Source: an optimization exercise on an open RTL-to-GDS flow (aim: small area, a short achievable clock period and few clock cycles per item). Production flows keep margins and buffers that such runs may drop. Only simulation tests tie the RTL to the original design; equivalence was not proved. Power and IR drop assume default switching activity.

job 3487:
==> flow/design.v <==
package ex_pkg;
    localparam int unsigned XLEN          = 32;
    localparam int unsigned TRANS_ID_BITS = 3;
    typedef enum logic [3:0] {
        ADD = 4'd0,
        SUB = 4'd1,
        AND = 4'd2,
        OR  = 4'd3,
        XOR = 4'd4,
        SLL = 4'd5,
        SRL = 4'd6,
        SLT = 4'd7,
        MUL = 4'd8
    } fu_op_e;
    typedef struct packed {
        fu_op_e                   operator;
        logic [TRANS_ID_BITS-1:0] trans_id;
        logic [XLEN-1:0]          operand_a;
        logic [XLEN-1:0]          operand_b;
    } fu_data_t;
    typedef struct packed {
        logic [TRANS_ID_BITS-1:0] trans_id;
        logic [XLEN-1:0]          result;
    } wb_data_t;
endpackage
`timescale 1ns/1ps
module mul_step (
    input  logic [31:0] a_i,
    input  logic [2:0]  d0_i,
    input  logic [2:0]  d1_i,
    input  logic [31:0] s_i,
    input  logic [31:0] c_i,
    output logic [31:0] s_o,
    output logic [31:0] c_o
);
    logic [31:0] pp0, pp1, s1, c1;
    assign pp0 = (({32{d0_i[0]}} & a_i) | ({32{d0_i[1]}} & (a_i << 1))) ^ {32{d0_i[2]}};
    assign pp1 = (({32{d1_i[0]}} & (a_i << 2)) | ({32{d1_i[1]}} & (a_i << 3))) ^ {32{d1_i[2]}};
    csa32 csa_a (.x_i(s_i), .y_i({c_i[31:1], d0_i[2]}), .z_i(pp0), .s_o(s1), .c_o(c1));
    csa32 csa_b (.x_i(s1),  .y_i({c1[31:1], d1_i[2]}),  .z_i(pp1), .s_o(s_o), .c_o(c_o));
endmodule
module csa32 (
    input  logic [31:0] x_i,
    input  logic [31:0] y_i,
    input  logic [31:0] z_i,
    output logic [31:0] s_o,
    output logic [31:0] c_o
);
    logic [31:0] maj;
    assign s_o = x_i ^ y_i ^ z_i;
    assign maj = (x_i & y_i) | (x_i & z_i) | (y_i & z_i);
    assign c_o = {maj[30:0], 1'b0};
endmodule
module cond_add8 (
    input  logic [7:0] p_i,
    input  logic [7:0] g_i,
    output logic [7:0] s0_o,
    output logic [7:0] s1_o,
    output logic       g_o,
    output logic       p_o
);
    logic [7:0] g [4];
    logic [7:0] p [4];
    always_comb begin
        g[0] = g_i;
        p[0] = p_i;
        for (int l = 0; l < 3; l++) begin
            for (int i = 0; i < 8; i++) begin
                if ((i >> l) & 1) begin
                    g[l+1][i] = g[l][i] | (p[l][i] & g[l][((i >> l) << l) - 1]);
                    p[l+1][i] = p[l][i] & p[l][((i >> l) << l) - 1];
                end else begin
                    g[l+1][i] = g[l][i];
                    p[l+1][i] = p[l][i];
                end
            end
        end
        s0_o[0] = p_i[0];
        s1_o[0] = ~p_i[0];
        for (int i = 1; i < 8; i++) begin
            s0_o[i] = p_i[i] ^ g[3][i-1];
            s1_o[i] = p_i[i] ^ (g[3][i-1] | p[3][i-1]);
        end
        g_o = g[3][7];
        p_o = p[3][7];
    end
endmodule
`timescale 1ns/1ps
module ex_stage (
    input  logic        clk_i,
    input  logic        rst_ni,
    input  logic        issue_req_i,
    input  logic [70:0] issue_data_i,
    output logic        issue_ack_o,
    output logic        wb_req_o,
    output logic [34:0] wb_data_o,
    input  logic        wb_ack_i
);
    logic [3:0]  in_op;
    logic [2:0]  in_id;
    logic [31:0] in_a, in_b;
    assign {in_op, in_id, in_a, in_b} = issue_data_i;
    logic        q_v, q_ph, q_cy;
    logic [2:0]  q_id;
    logic [31:0] q_a, q_b;
    logic        q_add, q_sub, q_slt, q_and, q_or, q_xor, q_sll, q_srl, q_mul;
    logic        q_mv, q_ar;
    logic        s_v;
    logic [34:0] s_data;
    logic        m_busy, m_done, m_av, m_rdy, m_p, m_cz;
    logic [2:0]  m_id;
    logic [31:0] m_a, m_b, m_s, m_c;
    logic [31:0] m_s_nxt, m_c_nxt;
    logic [2:0]  m_d0, m_d1;
    logic q_free, capture, load_slot, mul_start, mul_reload, step1;
    assign mul_start  = q_mv && m_av;
    assign mul_reload = m_rdy && (!q_v || q_mv);
    assign load_slot  = (!s_v || (wb_req_o && wb_ack_i)) && q_ar;
    assign step1      = q_v && !q_ph;
    assign q_free     = !q_v || load_slot || mul_start;
    assign capture    = issue_req_i && !issue_ack_o && q_free && !mul_reload;
    logic [7:0]  s_blk0;
    logic        c_blk0;
    logic [31:0] s0_all, s1_all;
    logic [3:0]  g_all, p_all;
    logic [31:0] sh1;
    for (genvar k = 0; k < 4; k++) begin : g_blk
        cond_add8 blk (.p_i(q_a[8*k +: 8]), .g_i(q_b[8*k +: 8]),
                       .s0_o(s0_all[8*k +: 8]), .s1_o(s1_all[8*k +: 8]),
                       .g_o(g_all[k]), .p_o(p_all[k]));
    end
    assign s_blk0 = q_sub ? s1_all[7:0] : s0_all[7:0];
    assign c_blk0 = g_all[0] | (p_all[0] & q_sub);
    assign sh1    = q_a >> q_b[4:0];
    logic        c1, c2, c3, lt;
    logic [31:0] sum, q_a_rev, res;
    assign c1  = q_cy;
    assign c2  = q_b[1] | (q_b[0] & q_cy);
    assign c3  = q_b[3] | (q_b[2] & q_b[1]) | (q_b[2] & q_b[0] & q_cy);
    assign sum = {c3 ? q_b[31:24] : q_a[31:24],
                  c2 ? q_b[23:16] : q_a[23:16],
                  c1 ? q_b[15:8]  : q_a[15:8],
                  q_a[7:0]};
    assign lt  = q_b[6] ? q_b[7] : sum[31];
    always_comb begin
        for (int i = 0; i < 32; i++) q_a_rev[i] = q_a[31 - i];
        res = ({32{q_add}} & sum)
            | ({32{q_and}} & q_b)
            | ({32{q_or}}  & (q_a | q_b))
            | ({32{q_xor}} & q_a)
            | ({32{q_srl}} & q_a)
            | ({32{q_sll}} & q_a_rev)
            | {31'd0, q_slt & lt};
    end
    logic        in_sub, in_sll, in_mul, in_one;
    logic [31:0] in_a_rev, in_bx;
    logic        in_pg;
    assign in_sub = (in_op == 4'd1) || (in_op == 4'd7);
    assign in_sll = (in_op == 4'd5);
    assign in_mul = (in_op == 4'd8);
    assign in_one = (in_op == 4'd2) || (in_op == 4'd3) || (in_op == 4'd4) || (in_op > 4'd8);
    assign in_pg  = (in_op <= 4'd4) || (in_op == 4'd7);
    assign in_bx  = in_sub ? ~in_b : in_b;
    always_comb for (int i = 0; i < 32; i++) in_a_rev[i] = in_a[31 - i];
    logic m_busy_n, m_done_n;
    assign m_busy_n = mul_start || (m_busy && !mul_reload);
    assign m_done_n = !mul_start && ((m_b[31:4] == '0 && !m_b[3]) || m_a[27:0] == '0);
    always_ff @(posedge clk_i or negedge rst_ni) begin
        if (!rst_ni) begin
            issue_ack_o <= 1'b0;
            q_v         <= 1'b0;
            q_ph        <= 1'b0;
            q_mv        <= 1'b0;
            q_ar        <= 1'b0;
            s_v         <= 1'b0;
            wb_req_o    <= 1'b0;
            m_busy      <= 1'b0;
            m_av        <= 1'b1;
            m_rdy       <= 1'b0;
        end else begin
            issue_ack_o <= issue_ack_o ? issue_req_i : capture;
            q_v         <= capture || mul_reload || (q_v && !q_free);
            q_ph        <= q_v && !q_free && !mul_reload;
            q_mv        <= mul_reload ? 1'b0 : (q_free ? (capture && in_mul) : q_mv);
            q_ar        <= mul_reload ? m_cz : (q_free ? (capture && in_one) : (q_v && !q_mul));
            s_v         <= load_slot || (s_v && !(wb_req_o && wb_ack_i));
            wb_req_o    <= wb_req_o ? !wb_ack_i : (!wb_ack_i && (s_v || load_slot));
            m_busy      <= m_busy_n;
            m_av        <= !m_busy_n || m_done_n;
            m_rdy       <= m_busy_n && m_done_n;
        end
    end
    always_ff @(posedge clk_i) begin
        if (mul_reload) begin
            q_id  <= m_id;
            q_a   <= m_s ^ m_c;
            q_b   <= m_s & m_c;
            {q_add, q_sub, q_slt, q_and, q_or, q_xor, q_sll, q_srl, q_mul} <=
                m_cz ? 9'b000010000 : 9'b100000000;
        end else if (q_free) begin
            q_id  <= in_id;
            q_a   <= in_pg ? (in_a ^ in_bx) : in_sll ? in_a_rev : in_a;
            q_b   <= in_pg ? (in_a & in_bx) : in_b;
            q_add <= (in_op == 4'd0) || (in_op == 4'd1);
            q_sub <= in_sub;
            q_slt <= (in_op == 4'd7);
            q_and <= (in_op == 4'd2);
            q_or  <= (in_op == 4'd3);
            q_xor <= (in_op == 4'd4);
            q_sll <= in_sll;
            q_srl <= (in_op == 4'd6);
            q_mul <= in_mul;
        end else if (step1) begin
            if (q_add || q_slt) begin
                q_a  <= {s0_all[31:8], s_blk0};
                q_b  <= {s1_all[31:8], q_b[31], !q_a[31], 2'b00,
                         g_all[2], p_all[2], g_all[1], p_all[1]};
                q_cy <= c_blk0;
            end
            if (q_sll || q_srl) q_a <= sh1;
        end
    end
    always_ff @(posedge clk_i) begin
        if (load_slot) s_data <= {q_id, res};
    end
    assign wb_data_o = s_data;
    mul_step step_i (
        .a_i  ( m_a      ),
        .d0_i ( m_d0     ),
        .d1_i ( m_d1     ),
        .s_i  ( m_s      ),
        .c_i  ( m_c      ),
        .s_o  ( m_s_nxt  ),
        .c_o  ( m_c_nxt  )
    );
    function automatic logic [2:0] booth_ctl(input logic [2:0] d);
        booth_ctl = {d[2],
                     (d[2] & ~d[1] & ~d[0]) | (~d[2] & d[1] & d[0]),
                     d[1] ^ d[0]};
    endfunction
    always_ff @(posedge clk_i) begin
        if (mul_start) m_id <= q_id;
        m_a    <= mul_start ? q_a : (m_a << 4);
        m_b    <= mul_start ? q_b : (m_b >> 4);
        m_p    <= mul_start ? 1'b0 : m_b[3];
        m_d0   <= m_done_n ? 3'b000 : mul_start ? booth_ctl({q_b[1:0], 1'b0}) : booth_ctl(m_b[5:3]);
        m_d1   <= m_done_n ? 3'b000 : mul_start ? booth_ctl(q_b[3:1])         : booth_ctl(m_b[7:5]);
        m_s    <= mul_start ? '0 : m_s_nxt;
        m_c    <= mul_start ? '0 : m_c_nxt;
        m_done <= m_done_n;
        m_cz   <= !mul_start && m_done && (m_c == '0);
    end
endmodule
Settings: LEC_CHECK=0, ABC_AREA=1, CAP_MARGIN=5, CORE_MARGIN=2, CORE_UTILIZATION=40, SETUP_SLACK_MARGIN=3.1, SLEW_MARGIN=5; clock period 5.5 ns.
standard.sh (not shown) runs the stock make flow with config.mk's settings and CLKGATE_MAP_FILE= SYNTH_SCRIPT=/design/flow/synth_recipe.tcl, a recipe that flattens the netlist after the stock synthesis.
==> flow/flow/run.sh <==
#!/bin/bash
# Standard layout, with the port buffers made from the smallest plain buffer
# (the resizer still upsizes any that need it).
set -euo pipefail
export BUFFER_PORTS_ARGS="-buffer_cell sky130_fd_sc_hd__buf_1"
bash standard.sh > standard.log 2>&1
Testbench counts of job 3487, summed over its fixed seeds: cycles 6,879, ops 2,400.
> inputs changed (job 3487 -> job 9747)
Settings: a change of CAP_MARGIN from 5 to 10; a change of SLEW_MARGIN from 5 to 10.
## What came out
- Diff job 3487 -> job 9747: H-tree depth reported by CTS roughly the same, area share of fa/ha/maj cells after synthesis roughly the same.
- Job 9747 completed; timing, DRC and antenna clean
- Any difference in initial antenna violation count between job 3487 and job 9747 is small enough to ignore.
- Status: clock slew at the register clock pins of the worst setup and hold paths parity (job 3487, job 9747)
- Job 3487 → job 9747: slew at the pin with the worst max-slew slack comparable, minimum setup slack in the final design comparable, floorplan core area comparable, post-cts resize count comparable, part of the power in the clock network comparable.
- Job 3487 -> job 9747: total power of the final layout flat
Inputs modified between job 9747 and job 6550:
Settings: a change of SLEW_MARGIN from 10 to 20; a change of CAP_MARGIN from 10 to 20.
Findings:
- Path length in cells of the critical path: job 9747 vs job 6550 identical
- As far as cell internal power dissipation is concerned, job 6550 and job 9747 perform about the same.
- Overall via count from detail_route delta (job 9747 -> job 6550): insignificant
- Depth of the most critical reg-to-reg path came out exactly the same in job 9747 and job 6550.
- Taking job 9747 as the reference, in job 6550 final global-route overflow total ~0 delta, highest net fanout along the worst path ~0 delta, total power ~0 delta, share of synthesized area occupied by flip-flops and latches ~0 delta.
- Number of optimization iterations in the first detailed-route pass came out exactly the same in job 9747 and job 6550.
- From job 6550 to job 9747, non-filler instance count after layout did not move at all.
For job 308, these inputs were changed with respect to job 6550:
Settings: SETUP_SLACK_MARGIN now 3.05, was 3.1.
==> flow/flow/run.sh <==
#!/bin/bash
# Standard synthesis, unchanged; then the standard layout steps with the port
# buffers made from the smallest plain buffer (the resizer still upsizes any
# that need it) and with the resizer free to use cells of any footprint.
set -euo pipefail
export BUFFER_PORTS_ARGS="-buffer_cell sky130_fd_sc_hd__buf_1"
bash standard.sh synth > synth.log 2>&1
bash standard.sh MATCH_CELL_FOOTPRINT=0 finish > layout.log 2>&1
==> comparison <==
- Of job 308 and job 6550, the run reporting the lower post-cts sizing count was job 6550.
- When job 308 is measured against job 6550, its number of inserted filler cells in the final layout turns out about 0.6% higher.
- Job 308: maximum number of pins on one net before global-route repair is 19 lower than what job 6550 reported.
- Job 6550 has higher combinational cell fraction of total power than job 308.
- Higher area of the multi-input gates goes to job 6550 over job 308.
- Compared with job 6550, job 308 shows a lower register-to-register setup slack.
- STATUS cell-internal power: job 308 wins against job 6550
- Compared with job 6550, in job 308 met2 track demand over resource shows an increase of 0.72 points; number of well-tap cells placed shows no meaningful change.

-- re-timing with driven ports --
Ports are ideal in the flow. The routed layouts listed here were re-timed in OpenROAD.
Step 1: set_driving_cell puts a clkbuf_16 on clk_i and a buf_2 on each other input, an assumption about the parent block.
Step 2 also shifts input and output timing later by t, the mid clock arrival at the registers, as if the neighbouring blocks saw the same clock.
Three values: ideal ports, drivers, drivers and shift; two values: the first two.
run	t, ns	setup slack, ns	hold WS [ns]
job 3487	0.650	3.119 / 3.119 / 2.509	0.448 / 0.448 / 0.448
job 9747	0.650	3.119 / 3.119 / 2.509	0.448 / 0.448 / 0.448
job 6550	0.650	3.119 / 3.119 / 2.509	0.448 / 0.448 / 0.448
job 308	0.661	3.057 / 3.057 / 2.457	0.443 / 0.425 / 0.443
After both steps setup and hold are still met in every run listed.
